This is an optimization exercise on Yosys and OpenROAD, whose aim is small area, a short achievable clock period and few clock cycles per item, not a production implementation. Where RTL was checked, it was by simulation tests only, not by an equivalence proof against the original. Function not checked in run 1: the RTL went through the layout flow alone.

## flow/design.v (module list and top-level ports; edited modules follow where they fit)
// module idc_controller: 30 lines
// module idc_datapath: 2018 lines
// module idc_fa: 10 lines
// module idc_gp: 8 lines
// module inclusive_day_count_between_dates: 44 lines
module inclusive_day_count_between_dates #(
	parameter int unsigned MAX_YEAR = 9999
) (
	input  logic        clk,
	input  logic        arst_n,
	input  logic        dates_valid,
	output logic        dates_ready,
	input  logic [4:0]  dates_start_day,
	input  logic [3:0]  dates_start_month,
	input  logic [13:0] dates_start_year,
	input  logic [4:0]  dates_end_day,
	input  logic [3:0]  dates_end_month,
	input  logic [13:0] dates_end_year,
	output logic        result_valid,
	input  logic        result_ready,
	output logic [21:0] result_day_count,
	output logic        result_order_error
);
  // ...
==> flow/flow/run.sh <==
#!/bin/bash
# The standard layout (the standard.sh, unchanged synthesis), with the
# port buffers made from the smallest buffer cell instead of the default
# choice; the resizer still upsizes them where timing needs it. ORFS writes
# each step's full log under orfs/logs; make's own output goes to
# standard.log.
set -uo pipefail
bash standard.sh "BUFFER_PORTS_ARGS=-buffer_cell sky130_fd_sc_hd__buf_1" finish > standard.log 2>&1
==> flow/standard.sh <==
#!/bin/bash
# synth_recipe.tcl (not shown) runs the flow's synth.tcl, then flattens the netlist and writes it again
# the make line also repeats each setting of config.mk as NAME=value (left out here)
make -C /OpenROAD-flow-scripts/flow DESIGN_CONFIG=/design/flow/config.mk WORK_HOME=/design/flow/orfs CLKGATE_MAP_FILE= SYNTH_SCRIPT=/design/flow/synth_recipe.tcl "${@:-finish}"
==> flow/config.mk <==
export PLATFORM = sky130hd
export DESIGN_NAME = inclusive_day_count_between_dates
export DESIGN_NICKNAME = inclusive_day_count_between_dates
export VERILOG_FILES = /design/flow/design.v
export SDC_FILE = /design/flow/constraint.sdc
export NUM_CORES = 4
export LEC_CHECK = 0
export CAP_MARGIN = 20
export CORE_MARGIN = 2
export CORE_UTILIZATION = 40
export CTS_BUF_LIST = sky130_fd_sc_hd__clkbuf_8
export SETUP_SLACK_MARGIN = 5
export SLEW_MARGIN = 20
export SYNTH_HIERARCHICAL = 1
==> flow/constraint.sdc <==
create_clock -name core_clock -period 10.0 [get_ports {clk}]
set_input_delay 2.0000 -clock core_clock [delete_from_list [all_inputs] [get_ports {clk}]]
set_output_delay 2.0000 -clock core_clock [all_outputs]
set_load 0.01 [all_outputs]
==> run notes, run 1 <==
CTS tree -> built
status -> timing/DRC/antenna clean
comb_multi_in -> 752
met3 WL -> 678 microns
Layout Area Growth over Synthesis -> 16.7%
Fin Setup TNS -> 0 ns
post-synthesis register bit count -> 68
postcts setup bufs -> 3
wire length per cell -> 16.0 microns
Crit Path Category -> reg -> reg
clock root cell -> clkbuf_8
biggest regs -> u_dp.r_q: 23 flops, u_dp.da_q: 13 flops, u_dp.v_q: 10 flops
Worst setup EP type -> flop
area of the multi-input gates -> 8510 sq um
placed cell area -> 11100 sq um
CP max stage cell -> fa_1
CTS H-tree lvls -> 3
worst skew pair latency -> 0.37 ns
Critical Path Stages -> 19
Final Hold Fails -> 0
commonest cells after routing, fill and taps aside -> ha_1 (155), a21o_1 (127), fa_1 (119)
DR WL met2 -> 9.58 mm
RSZ-0062 raised after global routing -> true
clock buffer count -> 9
==> inputs of run 2 (changes only) <==
--- a/flow/design.v
+++ b/flow/design.v
@@ -1688,38 +1688,16 @@
 	logic t_406;
 	logic t_407;
 	logic t_408;
 	logic t_409;
 	logic t_410;
 	logic t_411;
 	logic t_412;
 	logic t_413;
-	logic t_414;
-	logic t_415;
-	logic t_416;
-	logic t_417;
-	logic t_418;
-	logic t_419;
-	logic t_420;
-	logic t_421;
-	logic t_422;
-	logic t_423;
-	logic t_424;
-	logic t_425;
-	logic t_426;
-	logic t_427;
-	logic t_428;
-	logic t_429;
-	logic t_430;
-	logic t_431;
-	logic t_432;
-	logic t_433;
-	logic t_434;
-	logic t_435;
 	idc_fa u_t_1 (.a(da_q[0]), .b(sc_q[2]), .c(sc_q[0]), .s(t_1), .co(t_2));
 	assign t_3 = ecn_q[2] ^ ecn_q[0];
 	assign t_4 = ecn_q[2] & ecn_q[0];
 	idc_fa u_t_5 (.a(da_q[1]), .b(sc_q[2]), .c(sc_q[3]), .s(t_5), .co(t_6));
 	idc_fa u_t_7 (.a(sc_q[1]), .b(ecn_q[2]), .c(ecn_q[3]), .s(t_7), .co(t_8));
 	assign t_9 = ecn_q[1] ^ v_q[1];
 	assign t_10 = ecn_q[1] & v_q[1];
 	idc_fa u_t_11 (.a(da_q[2]), .b(da_q[0]), .c(sc_q[3]), .s(t_11), .co(t_12));
@@ -1953,116 +1931,94 @@
 	idc_gp u_t_331 (.gh(t_302), .ph(t_301), .gl(t_300), .g(t_331));
 	assign t_332 = t_301 & t_299;
 	idc_gp u_t_333 (.gh(t_306), .ph(t_305), .gl(t_304), .g(t_333));
 	assign t_334 = t_305 & t_303;
 	idc_gp u_t_335 (.gh(t_310), .ph(t_309), .gl(t_308), .g(t_335));
 	assign t_336 = t_309 & t_307;
 	idc_gp u_t_337 (.gh(t_314), .ph(t_313), .gl(t_312), .g(t_337));
 	assign t_338 = t_313 & t_311;
-	idc_gp u_t_339 (.gh(t_276), .ph(t_275), .gl(t_317), .g(t_339));
-	assign t_340 = t_275 & t_318;
-	idc_gp u_t_341 (.gh(t_319), .ph(t_320), .gl(t_317), .g(t_341));
-	assign t_342 = t_320 & t_318;
-	idc_gp u_t_343 (.gh(t_284), .ph(t_283), .gl(t_321), .g(t_343));
-	assign t_344 = t_283 & t_322;
-	idc_gp u_t_345 (.gh(t_323), .ph(t_324), .gl(t_321), .g(t_345));
-	assign t_346 = t_324 & t_322;
-	idc_gp u_t_347 (.gh(t_292), .ph(t_291), .gl(t_325), .g(t_347));
-	assign t_348 = t_291 & t_326;
-	idc_gp u_t_349 (.gh(t_327), .ph(t_328), .gl(t_325), .g(t_349));
-	assign t_350 = t_328 & t_326;
-	idc_gp u_t_351 (.gh(t_300), .ph(t_299), .gl(t_329), .g(t_351));
-	assign t_352 = t_299 & t_330;
-	idc_gp u_t_353 (.gh(t_331), .ph(t_332), .gl(t_329), .g(t_353));
-	assign t_354 = t_332 & t_330;
-	idc_gp u_t_355 (.gh(t_308), .ph(t_307), .gl(t_333), .g(t_355));
-	assign t_356 = t_307 & t_334;
-	idc_gp u_t_357 (.gh(t_335), .ph(t_336), .gl(t_333), .g(t_357));
-	assign t_358 = t_336 & t_334;
-	idc_gp u_t_359 (.gh(t_316), .ph(t_315), .gl(t_337), .g(t_359));
-	assign t_360 = t_315 & t_338;
-	idc_gp u_t_361 (.gh(t_280), .ph(t_279), .gl(t_341), .g(t_361));
-	assign t_362 = t_279 & t_342;
-	idc_gp u_t_363 (.gh(t_321), .ph(t_322), .gl(t_341), .g(t_363));
-	assign t_364 = t_322 & t_342;
-	idc_gp u_t_365 (.gh(t_343), .ph(t_344), .gl(t_341), .g(t_365));
-	assign t_366 = t_344 & t_342;
-	idc_gp u_t_367 (.gh(t_345), .ph(t_346), .gl(t_341), .g(t_367));
-	assign t_368 = t_346 & t_342;
-	idc_gp u_t_369 (.gh(t_296), .ph(t_295), .gl(t_349), .g(t_369));
-	assign t_370 = t_295 & t_350;
-	idc_gp u_t_371 (.gh(t_329), .ph(t_330), .gl(t_349), .g(t_371));
-	assign t_372 = t_330 & t_350;
-	idc_gp u_t_373 (.gh(t_351), .ph(t_352), .gl(t_349), .g(t_373));
-	assign t_374 = t_352 & t_350;
-	idc_gp u_t_375 (.gh(t_353), .ph(t_354), .gl(t_349), .g(t_375));
-	assign t_376 = t_354 & t_350;
-	idc_gp u_t_377 (.gh(t_312), .ph(t_311), .gl(t_357), .g(t_377));
-	assign t_378 = t_311 & t_358;
-	idc_gp u_t_379 (.gh(t_337), .ph(t_338), .gl(t_357), .g(t_379));
-	assign t_380 = t_338 & t_358;
-	idc_gp u_t_381 (.gh(t_359), .ph(t_360), .gl(t_357), .g(t_381));
-	assign t_382 = t_360 & t_358;
-	idc_gp u_t_383 (.gh(t_288), .ph(t_287), .gl(t_367), .g(t_383));
-	assign t_384 = t_287 & t_368;
-	idc_gp u_t_385 (.gh(t_325), .ph(t_326), .gl(t_367), .g(t_385));
-	assign t_386 = t_326 & t_368;
-	idc_gp u_t_387 (.gh(t_347), .ph(t_348), .gl(t_367), .g(t_387));
-	assign t_388 = t_348 & t_368;
-	idc_gp u_t_389 (.gh(t_349), .ph(t_350), .gl(t_367), .g(t_389));
-	assign t_390 = t_350 & t_368;
-	idc_gp u_t_391 (.gh(t_369), .ph(t_370), .gl(t_367), .g(t_391));
-	assign t_392 = t_370 & t_368;
-	idc_gp u_t_393 (.gh(t_371), .ph(t_372), .gl(t_367), .g(t_393));
-	assign t_394 = t_372 & t_368;
-	idc_gp u_t_395 (.gh(t_373), .ph(t_374), .gl(t_367), .g(t_395));
-	assign t_396 = t_374 & t_368;
-	idc_gp u_t_397 (.gh(t_375), .ph(t_376), .gl(t_367), .g(t_397));
-	assign t_398 = t_376 & t_368;
-	idc_gp u_t_399 (.gh(t_304), .ph(t_303), .gl(t_397), .g(t_399));
-	assign t_400 = t_303 & t_398;
-	idc_gp u_t_401 (.gh(t_333), .ph(t_334), .gl(t_397), .g(t_401));
-	assign t_402 = t_334 & t_398;
-	idc_gp u_t_403 (.gh(t_355), .ph(t_356), .gl(t_397), .g(t_403));
-	assign t_404 = t_356 & t_398;
-	idc_gp u_t_405 (.gh(t_357), .ph(t_358), .gl(t_397), .g(t_405));
-	assign t_406 = t_358 & t_398;
-	idc_gp u_t_407 (.gh(t_377), .ph(t_378), .gl(t_397), .g(t_407));
-	assign t_408 = t_378 & t_398;
-	idc_gp u_t_409 (.gh(t_379), .ph(t_380), .gl(t_397), .g(t_409));
-	assign t_410 = t_380 & t_398;
-	idc_gp u_t_411 (.gh(t_381), .ph(t_382), .gl(t_397), .g(t_411));
-	assign t_412 = t_382 & t_398;
-	assign t_413 = t_271;
-	assign t_414 = t_273 ^ t_272;
-	assign t_415 = t_275 ^ t_317;
-	assign t_416 = t_277 ^ t_339;
-	assign t_417 = t_279 ^ t_341;
-	assign t_418 = t_281 ^ t_361;
-	assign t_419 = t_283 ^ t_363;
-	assign t_420 = t_285 ^ t_365;
-	assign t_421 = t_287 ^ t_367;
-	assign t_422 = t_289 ^ t_383;
-	assign t_423 = t_291 ^ t_385;
-	assign t_424 = t_293 ^ t_387;
-	assign t_425 = t_295 ^ t_389;
-	assign t_426 = t_297 ^ t_391;
-	assign t_427 = t_299 ^ t_393;
-	assign t_428 = t_301 ^ t_395;
-	assign t_429 = t_303 ^ t_397;
-	assign t_430 = t_305 ^ t_399;
-	assign t_431 = t_307 ^ t_401;
-	assign t_432 = t_309 ^ t_403;
-	assign t_433 = t_311 ^ t_405;
-	assign t_434 = t_313 ^ t_407;
-	assign t_435 = t_315 ^ t_409;
+	idc_gp u_t_339 (.gh(t_319), .ph(t_320), .gl(t_317), .g(t_339));
+	assign t_340 = t_320 & t_318;
+	idc_gp u_t_341 (.gh(t_323), .ph(t_324), .gl(t_321), .g(t_341));
+	assign t_342 = t_324 & t_322;
+	idc_gp u_t_343 (.gh(t_327), .ph(t_328), .gl(t_325), .g(t_343));
+	assign t_344 = t_328 & t_326;
+	idc_gp u_t_345 (.gh(t_331), .ph(t_332), .gl(t_329), .g(t_345));
+	assign t_346 = t_332 & t_330;
+	idc_gp u_t_347 (.gh(t_335), .ph(t_336), .gl(t_333), .g(t_347));
+	assign t_348 = t_336 & t_334;
+	idc_gp u_t_349 (.gh(t_341), .ph(t_342), .gl(t_339), .g(t_349));
+	assign t_350 = t_342 & t_340;
+	idc_gp u_t_351 (.gh(t_345), .ph(t_346), .gl(t_343), .g(t_351));
+	assign t_352 = t_346 & t_344;
+	idc_gp u_t_353 (.gh(t_351), .ph(t_352), .gl(t_349), .g(t_353));
+	assign t_354 = t_352 & t_350;
+	idc_gp u_t_355 (.gh(t_343), .ph(t_344), .gl(t_349), .g(t_355));
+	assign t_356 = t_344 & t_350;
+	idc_gp u_t_357 (.gh(t_347), .ph(t_348), .gl(t_353), .g(t_357));
+	assign t_358 = t_348 & t_354;
+	idc_gp u_t_359 (.gh(t_321), .ph(t_322), .gl(t_339), .g(t_359));
+	assign t_360 = t_322 & t_340;
+	idc_gp u_t_361 (.gh(t_325), .ph(t_326), .gl(t_349), .g(t_361));
+	assign t_362 = t_326 & t_350;
+	idc_gp u_t_363 (.gh(t_329), .ph(t_330), .gl(t_355), .g(t_363));
+	assign t_364 = t_330 & t_356;
+	idc_gp u_t_365 (.gh(t_333), .ph(t_334), .gl(t_353), .g(t_365));
+	assign t_366 = t_334 & t_354;
+	idc_gp u_t_367 (.gh(t_337), .ph(t_338), .gl(t_357), .g(t_367));
+	assign t_368 = t_338 & t_358;
+	idc_gp u_t_369 (.gh(t_276), .ph(t_275), .gl(t_317), .g(t_369));
+	assign t_370 = t_275 & t_318;
+	idc_gp u_t_371 (.gh(t_280), .ph(t_279), .gl(t_339), .g(t_371));
+	assign t_372 = t_279 & t_340;
+	idc_gp u_t_373 (.gh(t_284), .ph(t_283), .gl(t_359), .g(t_373));
+	assign t_374 = t_283 & t_360;
+	idc_gp u_t_375 (.gh(t_288), .ph(t_287), .gl(t_349), .g(t_375));
+	assign t_376 = t_287 & t_350;
+	idc_gp u_t_377 (.gh(t_292), .ph(t_291), .gl(t_361), .g(t_377));
+	assign t_378 = t_291 & t_362;
+	idc_gp u_t_379 (.gh(t_296), .ph(t_295), .gl(t_355), .g(t_379));
+	assign t_380 = t_295 & t_356;
+	idc_gp u_t_381 (.gh(t_300), .ph(t_299), .gl(t_363), .g(t_381));
+	assign t_382 = t_299 & t_364;
+	idc_gp u_t_383 (.gh(t_304), .ph(t_303), .gl(t_353), .g(t_383));
+	assign t_384 = t_303 & t_354;
+	idc_gp u_t_385 (.gh(t_308), .ph(t_307), .gl(t_365), .g(t_385));
+	assign t_386 = t_307 & t_366;
+	idc_gp u_t_387 (.gh(t_312), .ph(t_311), .gl(t_357), .g(t_387));
+	assign t_388 = t_311 & t_358;
+	idc_gp u_t_389 (.gh(t_316), .ph(t_315), .gl(t_367), .g(t_389));
+	assign t_390 = t_315 & t_368;
+	assign t_391 = t_271;
+	assign t_392 = t_273 ^ t_272;
+	assign t_393 = t_275 ^ t_317;
+	assign t_394 = t_277 ^ t_369;
+	assign t_395 = t_279 ^ t_339;
+	assign t_396 = t_281 ^ t_371;
+	assign t_397 = t_283 ^ t_359;
+	assign t_398 = t_285 ^ t_373;
+	assign t_399 = t_287 ^ t_349;
+	assign t_400 = t_289 ^ t_375;
+	assign t_401 = t_291 ^ t_361;
+	assign t_402 = t_293 ^ t_377;
+	assign t_403 = t_295 ^ t_355;
+	assign t_404 = t_297 ^ t_379;
+	assign t_405 = t_299 ^ t_363;
+	assign t_406 = t_301 ^ t_381;
+	assign t_407 = t_303 ^ t_353;
+	assign t_408 = t_305 ^ t_383;
+	assign t_409 = t_307 ^ t_365;
+	assign t_410 = t_309 ^ t_385;
+	assign t_411 = t_311 ^ t_357;
+	assign t_412 = t_313 ^ t_387;
+	assign t_413 = t_315 ^ t_367;
 	logic [22:0] r_d;
 	logic [22:0] r_q;
-	assign r_d = {t_435, t_434, t_433, t_432, t_431, t_430, t_429, t_428, t_427, t_426, t_425, t_424, t_423, t_422, t_421, t_420, t_419, t_418, t_417, t_416, t_415, t_414, t_413};
+	assign r_d = {t_413, t_412, t_411, t_410, t_409, t_408, t_407, t_406, t_405, t_404, t_403, t_402, t_401, t_400, t_399, t_398, t_397, t_396, t_395, t_394, t_393, t_392, t_391};
 	always_ff @(posedge clk) begin
 		if (en2) begin
 			r_q <= r_d;
 		end
 	end
 	assign day_count   = r_q[22] ? 22'd0 : r_q[21:0];
 	assign order_error = r_q[22] || (r_q == 23'd0);
 endmodule
==> flow/config.mk (replaced) <==
export PLATFORM = sky130hd
export DESIGN_NAME = inclusive_day_count_between_dates
export DESIGN_NICKNAME = inclusive_day_count_between_dates
export VERILOG_FILES = /design/flow/design.v
export SDC_FILE = /design/flow/constraint.sdc
export NUM_CORES = 4
export LEC_CHECK = 0
export CAP_MARGIN = 20
export CORE_MARGIN = 2
export CORE_UTILIZATION = 40
export CTS_BUF_LIST = sky130_fd_sc_hd__clkbuf_4 sky130_fd_sc_hd__clkbuf_8
export SETUP_SLACK_MARGIN = 5
export SLEW_MARGIN = 20
export SYNTH_HIERARCHICAL = 1
==> run 2 against run 1 <==
Compared with the run above: still clean; utilization fell by 0.65 points; critical endpoint is now u_dp.ecn_q[6]; clock-buffer cell count is the same; highest routed layer unchanged; sequential share of layout area is 0.34 points higher; critical path type is now in -> reg.
==> run notes, run 2 <==
CTS H-tree lvls -> 3 (unchanged)
fin crit period -> 5.00 ns (about the same)
n_diodes -> 0 (was 1)
wire length per cell -> 16.1 microns (was 16.0 microns)
Post-CTS Hold Buffers -> 0 (unchanged)
Hold WS -> 0.553 ns (was 0.550 ns)
share of cells above drive strength 1 -> 13.3% (was 14.2%)
status -> timing/DRC/antenna clean (unchanged)
Via density -> 4.97 (was 5.03)
FILL cells -> 2296 (was 2291)
number of flops mapped to enable cells by yosys -> 66 (unchanged)
placed cell area -> 11000 sq um (was 11100 sq um)
first-pass GRT wire length -> 33.9 mm (was 34.2 mm)
GRT overflow -> 0 (unchanged)
CP max stage cell -> fa_2 (was fa_1)
Max Clk Rate -> 0.200 GHz (about the same)
skew final -> 0.0128 ns (was 0.0148 ns)
top_reg_cell synth -> edfxtp_1 (unchanged)
core area -> 25000 sq um (was 25200 sq um)
post-synth cell types -> 43 (unchanged)
pre-CTS setup slack -> 4.34 ns (was 4.32 ns)
post-layout util -> 46.8% (was 47.5%)
First-pass DRT Iterations -> 4 (unchanged)
hold path endpoint -> u_ctrl.v2_q (unchanged)
Final Hold Fails -> 0 (unchanged)
biggest regs -> u_dp.r_q: 23 flops, u_dp.da_q: 13 flops, u_dp.v_q: 10 flops (unchanged)
vias in the first global route -> 6626 (was 6733)
Reg2Reg Depth -> 20 (was 19)
largest net degree at the start of global routing -> 45 (unchanged)
post-synth top area cell -> fa_1 (unchanged)
sequential share of the synthesized area -> 20.1% (was 19.8%)
ANT nets after route -> 0 (unchanged)
Final nets -> 1317 (was 1349)
worst skew pair latency -> 0.36 ns (was 0.37 ns)
DR DRC count -> 0 (unchanged)
synthesized area -> 10100 sq um (was 10200 sq um)
ys async rst share -> 2.94% (unchanged)
Slew Limit Fails -> 0 (unchanged)
Initial Util -> 40.4% (was 40.7%)
hpwl dp -> 17.5 mm (was 17.6 mm)
Post-Syn Area per Cell -> 11.7 sq um (was 11.6 sq um)
top post-synthesis cells by count -> ha_1 (192), fa_1 (126), a21o_1 (120) (was ha_1 (192), a21o_1 (129), fa_1 (126))
startpoint of the worst hold path -> u_ctrl.v1_q (unchanged)
worst slew pin tran -> 0.825 ns (was 0.815 ns)
die footprint -> 26600 sq um (was 26900 sq um)
Synth Net Count -> 1232 (was 1254)
non-filler cells, final -> 1284 (was 1317)
# setup viols final -> 0 (unchanged)
CTS Buf Count -> 9 (unchanged)
largest cells by area after synthesis -> fa_1 (25%), ha_1 (24%), edfxtp_1 (20%) (was fa_1 (25%), ha_1 (23%), edfxtp_1 (19%))
dpl cells -> 1254 (was 1276)
DRT met1 WL -> 10.5 mm (about the same)
die width -> 163 microns (was 164 microns)
Crit Path Category -> in -> reg (was reg -> reg)
clock sink total -> 68 (unchanged)
CTS clock-pin slew for the worst setup and hold paths -> 0.08 ns (was 0.07 ns)
Reg area -> 2030 sq um (unchanged)
r2r startpoint -> u_dp.sb_q[1] (was u_dp.sb_q[0])
CP required -> 10.08 ns (was 10.11 ns)
max reg flops -> 23 (unchanged)
commonest cells after routing, fill and taps aside -> ha_1 (156), a21o_1 (120), fa_1 (119) (was ha_1 (155), a21o_1 (127), fa_1 (119))
Tcrit/Tclk final -> 50.0% (about the same)
Ports -> 75 (unchanged)
clock root cell -> clkbuf_8 (unchanged)
Critical R2R Capture -> u_dp.r_q[22] (unchanged)
final wirelength -> 20.6 mm (was 21.1 mm)
Startpoint Class -> input port (was flop)
slowest stage delay, CP -> 0.58 ns (was 0.56 ns)
Synth top area share -> 24.9% (was 24.6%)
port bufs -> 74 (unchanged)
CTS tree -> built (unchanged)
met3 WL -> 541 microns (was 678 microns)
Worst setup EP type -> flop (unchanged)
R2R Setup Slk -> 5.02 ns (was 5.00 ns)
Total Routing Usage GR -> 16.3% (was 16.4%)
GP Congestion -> 0.858 (was 0.880)
initial antenna violation count -> 0 (was 2)
RSZ-0062 raised after global routing -> true (unchanged)
Max-Slew Margin vs Limit -> 45.0% (was 45.6%)
cell with the most instances after synthesis -> ha_1 (unchanged)
worst hold-check path type -> reg -> reg (unchanged)
post-synthesis register bit count -> 68 (unchanged)
crit-path most repeated cell -> ha_4
Hold Path Depth -> 1 (unchanged)
Layout Area Growth over Synthesis -> 15.7% (was 16.7%)
Max Cap Viol -> 0 (unchanged)
clock buffer depth -> 2 (unchanged)
Syn. warnings -> 8 (unchanged)
most common cell after layout, fill and taps aside -> ha_1 (unchanged)
area of the multi-input gates -> 8380 sq um (was 8510 sq um)
Largest Register -> u_dp.r_q (unchanged)
Max Fanout on Critical Path -> 6 (unchanged)
initial DRC count -> 224 (was 249)
cell breakdown of the critical path -> buf_6 -> fa_2 -> fa_2 -> ha_4 -> ha_4 -> ha_4 -> ha_4 -> nand2_4 -> inv_1 -> a21o_1 -> a21o_1 -> a21o_1 -> xnor2_2 -> xnor2_1 -> xnor2_1 -> nor2_1 (was inv_2 -> ha_1 -> nand2_1 -> o21ai_2 -> mux2_4 -> inv_2 -> fa_1 -> fa_2 -> fa_1 -> fa_1 -> ha_4 -> a21o_1 -> a21o_1 -> a21o_4 -> a21o_4 -> a21o_1 -> xnor2_2 -> xnor2_1 -> xnor2_1)
DR WL met2 -> 9.29 mm (was 9.58 mm)
chip height -> 163 microns (was 164 microns)
worst setup margin -> 5.00 ns (about the same)
CP Data Arrival Time -> 5.08 ns (was 5.10 ns)
Fin Setup TNS -> 0 ns (unchanged)
num rows -> 58 (unchanged)
fin area -> 11700 sq um (was 12000 sq um)
highest routed metal layer -> met4 (unchanged)
vias -> 6385 (was 6627)
Post-Syn Instances -> 864 (was 886)
run 2: cell types whose count changed in the layout (fill, tap and decap cells not counted), sizes merged, moves of 2 or more:
| cell | previous run | this run |
|---|---|---|
| and3 | 5 | 3 |
| nand2 | 24 | 21 |
| and2 | 33 | 36 |
| nor2 | 37 | 32 |
| nor3 | 11 | 9 |
| inv | 53 | 50 |
| a21o | 129 | 120 |
| buf | 93 | 83 |
run 2: cell type report:
class                      instances  area share (%)
clock buffer                       9            1.06
clock inverter                     7           0.843
inverter                          48            1.67
multi-input combinational        734            71.5
sequential                        68            17.3
tap                              330            3.52
timing repair buffer              88            4.05
run 2: modules after synthesis (local to each module, per instance), excerpt:
module          flops+latches  times used  area (sq um)  cells
idc_fa                      0         126          20.0      1
idc_gp                      0         116          7.51      1
idc_datapath               66           1          6640    614
idc_controller              2           1          92.6      8
run 2: critical path: cells and delay by family:
family                     cells  cell delay (ns)
AOI/OAI and AO/OA              3             0.48
xor gates and xnor gates       3             0.43
adders and majority gates      6             1.88
buffers and inverters          2             0.16
and+or+nand+nor                2             0.12
run 2: worst max path at each step:
stage | to | cells past startpoint | slack [ns] | startpoint
detailed placement | u_dp.sc_q[6] | 15 | 4.34 | dates_start_year[11]
global placement | u_dp.ecn_q[6] | 15 | 4.38 | dates_end_year[6]
finish | u_dp.ecn_q[6] | 16 | 5.00 | dates_end_year[8]
CTS | u_dp.r_q[22] | 20 | 4.84 | u_dp.sb_q[0]
global route | u_dp.r_q[22] | 19 | 4.80 | u_dp.sb_q[0]
floorplan | u_dp.sc_q[6] | 14 | 4.81 | dates_start_year[6]
run 2: layer usage:
metal,up-vias,global-route usage (%)
li1,3198,-
met1,3063,23.6
met2,108,26.3
met3,16,1.85
met4,0,3.82
met5,-,0
run 2: logic make-up (layout without fill, tap and decap cells):
logic type	Yosys count	count (layout)	synth area share (%)
AOI/OAI and AO/OA	156	156	11.3
xor gates and xnor gates	80	80	6.92
muxes	11	11	1.40
adders and majority gates	318	318	48.6
buffers and inverters	62	152	2.45
DFF	68	68	20.1
and+or+nand+nor	169	169	9.28
run 2: repair_timing:
action                     4_1_cts  5_1_grt
setup endpoints to repair       23       13
setup buffers                    8        6
pin swaps                       20       19
gates resized for setup         48       45
Testbench counts of run 2, summed over its fixed seeds: cycles 3,216, items 3,200.
==> inputs of run 3 (changes only) <==
--- a/flow/config.mk
+++ b/flow/config.mk
@@ -9,5 +9,5 @@
 export CORE_MARGIN = 2
 export CORE_UTILIZATION = 40
-export CTS_BUF_LIST = sky130_fd_sc_hd__clkbuf_4 sky130_fd_sc_hd__clkbuf_8
+export CTS_BUF_LIST = sky130_fd_sc_hd__clkbuf_8
 export SETUP_SLACK_MARGIN = 5
 export SLEW_MARGIN = 20
==> run 3 against run 2 <==
Compared with the run above: critical path depth unchanged; synthesized area stayed put; via count unchanged; worst setup slack stayed put; fmax stayed put; clock-buffer cell count unchanged; utilization did not move; critical path type unchanged.
==> run notes, run 3 <==
status -> timing/DRC/antenna clean (unchanged)
Post-Syn Area per Cell -> 11.7 sq um (unchanged)
vias -> 6385 (unchanged)
share of cells above drive strength 1 -> 13.3% (unchanged)
Reg2Reg Depth -> 20 (unchanged)
First-pass DRT Iterations -> 4 (unchanged)
port bufs -> 74 (unchanged)
die width -> 163 microns (unchanged)
pre-CTS setup slack -> 4.34 ns (unchanged)
chip height -> 163 microns (unchanged)
Post-Syn Instances -> 864 (unchanged)
CTS clock-pin slew for the worst setup and hold paths -> 0.08 ns (about the same)
DR DRC count -> 0 (unchanged)
r2r startpoint -> u_dp.sb_q[1] (unchanged)
top post-synthesis cells by count -> ha_1 (192), fa_1 (126), a21o_1 (120) (unchanged)
num rows -> 58 (unchanged)
post-layout util -> 46.8% (unchanged)
die footprint -> 26600 sq um (unchanged)
Startpoint Class -> input port (unchanged)
vias in the first global route -> 6626 (unchanged)
post-synth cell types -> 43 (unchanged)
ys async rst share -> 2.94% (unchanged)
Ports -> 75 (unchanged)
Syn. warnings -> 8 (unchanged)
Worst setup EP type -> flop (unchanged)
GRT overflow -> 0 (unchanged)
CTS H-tree lvls -> 3 (unchanged)
CTS Buf Count -> 9 (unchanged)
Final nets -> 1317 (unchanged)
clock root cell -> clkbuf_8 (unchanged)
post-synth top area cell -> fa_1 (unchanged)
most common cell after layout, fill and taps aside -> ha_1 (unchanged)
Fin Setup TNS -> 0 ns (unchanged)
CP required -> 10.08 ns (about the same)
Synth Net Count -> 1232 (unchanged)
ANT nets after route -> 0 (unchanged)
hpwl dp -> 17.5 mm (unchanged)
core area -> 25000 sq um (unchanged)
CP Data Arrival Time -> 5.08 ns (about the same)
worst hold-check path type -> reg -> reg (unchanged)
worst slew pin tran -> 0.825 ns (unchanged)
fin area -> 11700 sq um (unchanged)
Max-Slew Margin vs Limit -> 45.0% (unchanged)
Max Clk Rate -> 0.200 GHz (unchanged)
post-synthesis register bit count -> 68 (unchanged)
placed cell area -> 11000 sq um (unchanged)
final wirelength -> 20.6 mm (unchanged)
CTS tree -> built (unchanged)
Synth top area share -> 24.9% (unchanged)
largest cells by area after synthesis -> fa_1 (25%), ha_1 (24%), edfxtp_1 (20%) (unchanged)
clock buffer depth -> 2 (unchanged)
DR WL met2 -> 9.29 mm (unchanged)
Tcrit/Tclk final -> 50.0% (unchanged)
biggest regs -> u_dp.r_q: 23 flops, u_dp.da_q: 13 flops, u_dp.v_q: 10 flops (unchanged)
DRT met1 WL -> 10.5 mm (unchanged)
max reg flops -> 23 (unchanged)
Hold Path Depth -> 1 (unchanged)
Via density -> 4.97 (unchanged)
first-pass GRT wire length -> 33.9 mm (unchanged)
number of flops mapped to enable cells by yosys -> 66 (unchanged)
Critical Path Start -> dates_end_year[8] (unchanged)
startpoint of the worst hold path -> u_ctrl.v1_q (unchanged)
worst skew pair latency -> 0.36 ns (about the same)
Post-CTS Hold Buffers -> 0 (unchanged)
clock sink total -> 68 (unchanged)
initial DRC count -> 224 (unchanged)
FILL cells -> 2296 (unchanged)
Final Hold Fails -> 0 (unchanged)
Max Cap Viol -> 0 (unchanged)
RSZ-0062 raised after global routing -> true (unchanged)
skew final -> 0.0128 ns (unchanged)
Layout Area Growth over Synthesis -> 15.7% (unchanged)
commonest cells after routing, fill and taps aside -> ha_1 (156), a21o_1 (120), fa_1 (119) (unchanged)
n_diodes -> 0 (unchanged)
Initial Util -> 40.4% (unchanged)
initial antenna violation count -> 0 (unchanged)
Crit Path Category -> in -> reg (unchanged)
synthesized area -> 10100 sq um (unchanged)
worst setup margin -> 5.00 ns (unchanged)
wire length per cell -> 16.1 microns (unchanged)
cell with the most instances after synthesis -> ha_1 (unchanged)
Total Routing Usage GR -> 16.3% (unchanged)
largest net degree at the start of global routing -> 45 (unchanged)
Slew Limit Fails -> 0 (unchanged)
Max Fanout on Critical Path -> 6 (unchanged)
met3 WL -> 541 microns (unchanged)
fin crit period -> 5.00 ns (unchanged)
highest routed metal layer -> met4 (unchanged)
GP Congestion -> 0.858 (unchanged)
sequential share of the synthesized area -> 20.1% (unchanged)
top_reg_cell synth -> edfxtp_1 (unchanged)
Largest Register -> u_dp.r_q (unchanged)
# setup viols final -> 0 (unchanged)
[run 3: layer usage]
metal	global-route usage [%]	up-vias
li1	-	3198
met1	23.6	3063
met2	26.3	108
met3	1.85	16
met4	3.82	0
met5	0	-
[run 3: final cells by class]
cell class / count / area (sq um) / share of cell area [%]
sequential: 68 / 2030 / 17.3
multi-input combinational: 734 / 8380 / 71.5
tap: 330 / 413 / 3.52
clock buffer: 9 / 124 / 1.06
timing repair buffer: 88 / 474 / 4.05
clock inverter: 7 / 98.8 / 0.843
inverter: 48 / 195 / 1.67
[run 3: worst max-delay path, stage by stage]
cell,delay (ns)
buf_6,0.12
fa_2,0.40
fa_2,0.58
ha_4,0.21
ha_4,0.27
ha_4,0.19
ha_4,0.23
nand2_4,0.07
inv_1,0.04
a21o_1,0.16
a21o_1,0.15
a21o_1,0.17
xnor2_2,0.13
xnor2_1,0.17
xnor2_1,0.13
nor2_1,0.05
[run 3: cell families after synthesis]
group,after synthesis,share of synthesized area (%)
simple gates,169,9.28
buf+inv,62,2.45
mux,11,1.40
compound gates,156,11.3
fa+ha+maj,318,48.6
flops,68,20.1
xor+xnor,80,6.92
[run 3: final timing paths]
path,slack (ns),end
hold reg to reg,0.55,u_ctrl.v2_q
hold / removal,0.55,u_ctrl.v2_q
min in group asynchronous,1.42,u_ctrl.v1_q
max in group asynchronous,8.46,u_ctrl.v2_q
setup reg to reg,5.02,u_dp.r_q[22]
setup / recovery,5.00,u_dp.ecn_q[6]
[run 3: timing repair]
| action | CTS | global route |
|---|---|---|
| cloned | 0 | 0 |
| gates resized for setup | 48 | 45 |
| setup endpoints to repair | 23 | 13 |
| buffers inserted | 8 | 6 |
| pin swaps | 20 | 19 |
[run 3: per-module statistics from Yosys (local to each module, per instance), a selection]
module	area [sq um]	flops+latches	copies in the design
idc_controller	92.6	2	1
idc_datapath	6640	66	1
idc_fa	20.0	0	126
idc_gp	7.51	0	116
[run 3: stage by stage]
stage	instances	hold WS [ns]
after floorplan	864	0.478
after global placement	1254	0.499
after detailed placement	1254	0.499
after CTS	1278	0.560
after global routing	1284	0.587
final	1284	0.553
==> inputs of run 4 (changes only) <==
--- a/flow/config.mk
+++ b/flow/config.mk
@@ -10,5 +10,5 @@
 export CORE_UTILIZATION = 40
 export CTS_BUF_LIST = sky130_fd_sc_hd__clkbuf_8
-export SETUP_SLACK_MARGIN = 5
+export SETUP_SLACK_MARGIN = 4.6
 export SLEW_MARGIN = 20
 export SYNTH_HIERARCHICAL = 1
==> run 4 against run 3 <==
Compared with the run above: highest routed layer unchanged; sequential share of layout area is 0.99 points higher; critical path depth is 1 lower; flip-flop and latch count stayed put; clock-buffer cell count is 2 higher; worst setup slack worse by 0.25 ns.
==> run notes, run 4 <==
Total Routing Usage GR -> 15.9% (was 16.3%)
commonest cells after routing, fill and taps aside -> ha_1 (190), fa_1 (125), a21o_1 (120) (was ha_1 (156), a21o_1 (120), fa_1 (119))
clock sink total -> 68 (unchanged)
Crit Path Category -> in -> reg (unchanged)
Worst setup EP type -> flop (unchanged)
Max Cap Viol -> 0 (unchanged)
ANT nets after route -> 0 (unchanged)
FILL cells -> 2383 (was 2296)
GP Congestion -> 0.864 (was 0.858)
CP Data Arrival Time -> 5.37 ns (was 5.08 ns)
worst skew pair latency -> 0.36 ns (about the same)
post-synth cell types -> 43 (unchanged)
CP required -> 10.11 ns (was 10.08 ns)
post-synth top area cell -> fa_1 (unchanged)
clock buffer depth -> 2 (unchanged)
CTS tree -> built (unchanged)
worst slew pin tran -> 1.01 ns (was 0.825 ns)
port bufs -> 74 (unchanged)
initial antenna violation count -> 0 (unchanged)
placed cell area -> 10800 sq um (was 11000 sq um)
Final nets -> 1311 (was 1317)
area of the multi-input gates -> 7900 sq um (was 8380 sq um)
fin crit period -> 5.25 ns (was 5.00 ns)
post-synthesis register bit count -> 68 (unchanged)
vias -> 6328 (was 6385)
synthesized area -> 10100 sq um (unchanged)
fin area -> 11100 sq um (was 11700 sq um)
chip height -> 163 microns (unchanged)
CTS Buf Count -> 9 (unchanged)
met3 WL -> 712 microns (was 541 microns)
dpl cells -> 1254 (unchanged)
Ports -> 75 (unchanged)
Hold WS -> 0.520 ns (was 0.553 ns)
Synth top area share -> 24.9% (unchanged)
highest routed metal layer -> met4 (unchanged)
top post-synthesis cells by count -> ha_1 (192), fa_1 (126), a21o_1 (120) (unchanged)
core area -> 25000 sq um (unchanged)
largest cells by area after synthesis -> fa_1 (25%), ha_1 (24%), edfxtp_1 (20%) (unchanged)
Syn. warnings -> 8 (unchanged)
Layout Area Growth over Synthesis -> 9.49% (was 15.7%)
Final Hold Fails -> 0 (unchanged)
largest net degree at the start of global routing -> 45 (unchanged)
number of flops mapped to enable cells by yosys -> 66 (unchanged)
skew final -> 0.0185 ns (was 0.0128 ns)
ys async rst share -> 2.94% (unchanged)
hpwl dp -> 17.1 mm (was 17.5 mm)
First-pass DRT Iterations -> 4 (unchanged)
Post-Syn Area per Cell -> 11.7 sq um (unchanged)
non-filler cells, final -> 1278 (was 1284)
wire length per cell -> 15.6 microns (was 16.1 microns)
top_reg_cell synth -> edfxtp_1 (unchanged)
Fin Setup TNS -> 0 ns (unchanged)
clock root cell -> clkbuf_8 (unchanged)
Largest Register -> u_dp.r_q (unchanged)
Slew Limit Fails -> 0 (unchanged)
Reg area -> 2030 sq um (unchanged)
vias in the first global route -> 6545 (was 6626)
cell with the most instances after synthesis -> ha_1 (unchanged)
Post-CTS Hold Buffers -> 0 (unchanged)
share of cells above drive strength 1 -> 6.33% (was 13.3%)
Max-Slew Margin vs Limit -> 32.6% (was 45.0%)
biggest regs -> u_dp.r_q: 23 flops, u_dp.da_q: 13 flops, u_dp.v_q: 10 flops (unchanged)
worst hold-check path type -> reg -> reg (unchanged)
Max Clk Rate -> 0.190 GHz (was 0.200 GHz)
CTS H-tree lvls -> 3 (unchanged)
Tcrit/Tclk final -> 52.5% (was 50.0%)
most common cell after layout, fill and taps aside -> ha_1 (unchanged)
RSZ-0062 raised after global routing -> true (unchanged)
die width -> 163 microns (unchanged)
Startpoint Class -> input port (unchanged)
DR DRC count -> 0 (unchanged)
Synth Net Count -> 1232 (unchanged)
sequential share of the synthesized area -> 20.1% (unchanged)
Max Fanout on Critical Path -> 5 (was 6)
initial DRC count -> 252 (was 224)
n_diodes -> 0 (unchanged)
CTS clock-pin slew for the worst setup and hold paths -> 0.07 ns (was 0.08 ns)
GRT overflow -> 0 (unchanged)
first-pass GRT wire length -> 33.3 mm (was 33.9 mm)
Post-Syn Instances -> 864 (unchanged)
final wirelength -> 19.9 mm (was 20.6 mm)
max reg flops -> 23 (unchanged)
die footprint -> 26600 sq um (unchanged)
num rows -> 58 (unchanged)
DR WL met2 -> 8.90 mm (was 9.29 mm)
Via density -> 4.95 (was 4.97)
DRT met1 WL -> 10.1 mm (was 10.5 mm)
# setup viols final -> 0 (unchanged)
status -> timing/DRC/antenna clean (unchanged)
Initial Util -> 40.4% (unchanged)
==> run 4: final cells by class <==
| type | count | area share, % |
|---|---|---|
| Timing Repair Buffer | 82 | 3.20 |
| Clock inverter | 5 | 0.474 |
| Sequential cell | 68 | 18.3 |
| Clock buffer | 11 | 1.37 |
| Tap cell | 330 | 3.72 |
| Inverter | 48 | 1.62 |
| Multi-Input combinational cell | 734 | 71.3 |
==> run 4: path summary, 6_finish.rpt <==
path / startpoint / endpoint / slack (ns) / cells past startpoint
max: dates_start_year[6] / u_dp.sc_q[6] / 4.75 / 15
min: u_ctrl.v1_q / u_ctrl.v2_q / 0.52 / 1
max reg2reg: u_dp.sb_q[1] / u_dp.r_q[22] / 4.80 / 19
min reg2reg: u_ctrl.v1_q / u_ctrl.v2_q / 0.52 / 1
max in group asynchronous: arst_n / u_ctrl.v2_q / 8.46 / 1
min in group asynchronous: arst_n / u_ctrl.v1_q / 1.41 / 1
==> run 4: logic make-up (layout without fill, tap and decap cells) <==
logic type                 Yosys count  after routing  synth area share, %
AOI/OAI and AO/OA                  156            156                 11.3
xor gates and xnor gates            80             80                 6.92
adders and majority gates          318            318                 48.6
buffers and inverters               62            146                 2.45
DFF                                 68             68                 20.1
muxes                               11             11                 1.40
and+or+nand+nor                    169            169                 9.28
==> run 4: metal layers <==
| layer | up-vias | track usage [%] |
|---|---|---|
| li1 | 3182 | - |
| met1 | 3027 | 23.0 |
| met2 | 107 | 25.8 |
| met3 | 12 | 2.34 |
| met4 | 0 | 2.78 |
| met5 | - | 0 |
==> run 4: repair_timing <==
| item | in CTS | in global routing |
|---|---|---|
| pin swaps | 0 | 5 |
| endpoints found under the setup margin | 1 | 8 |
| gates resized for setup | 0 | 26 |
| setup buffers | 3 | 5 |
==> run 4: critical path: stages <==
cell and delay [ns]:
buf_2 0.16, fa_1 0.44, fa_1 0.46, ha_1 0.32
ha_1 0.19, ha_1 0.29, ha_1 0.33, a21o_1 0.19
a21o_1 0.16, a21o_1 0.15, a21o_1 0.17, xnor2_2 0.13
xnor2_1 0.18, xnor2_1 0.14, nand2b_1 0.06
==> run 4: per-module statistics from Yosys, one instance, submodules excluded, excerpt <==
| module | times used | cells inside | flip-flops and latches |
|---|---|---|---|
| idc_datapath | 1 | 614 | 66 |
| idc_controller | 1 | 8 | 2 |
| idc_fa | 126 | 1 | 0 |
| idc_gp | 116 | 1 | 0 |
==> run 4: per-stage QoR <==
stage | setup WS, ns | utilization [%]
2_1_floorplan | 4.67 | -
3_3_place_gp | 4.31 | 42.9
3_5_place_dp | 4.24 | 42.9
4_1_cts | 4.62 | 43.9
5_1_grt | 4.56 | 44.3
6_report | 4.75 | 44.3

[what the ideal ports hide]
In the flow no input, the clock included, has a driving cell. The finished layouts below were timed again as built, in two steps.
Step 1: set_driving_cell puts a clkbuf_16 on clk and a buf_2 on each other input, an assumption about the parent block.
Step 2 times the ports against the registers' clock, not the clock port: input delays grow and output delays shrink by t, the midpoint of the rising clock arrivals with the driver on.
a / b / c = ideal ports / drivers / drivers and shift; a / b = the first two.
run	t (ns)	setup slack, ns	worst setup path after step 2	slew at the worst register clock pin (ns)	worst data-port slew with drivers (ns)
run 1	0.404	5.003 / 5.003 / 4.618	input to register	0.08 / 0.08	0.06
run 2	0.388	4.999 / 5.002 / 4.614	input to register	0.09 / 0.09	0.07
run 3	0.388	4.999 / 5.002 / 4.614	input to register	0.09 / 0.09	0.07
run 4	0.388	4.747 / 4.759 / 4.371	input to register	0.08 / 0.08	0.04
After both steps setup and hold are still met in every run listed.
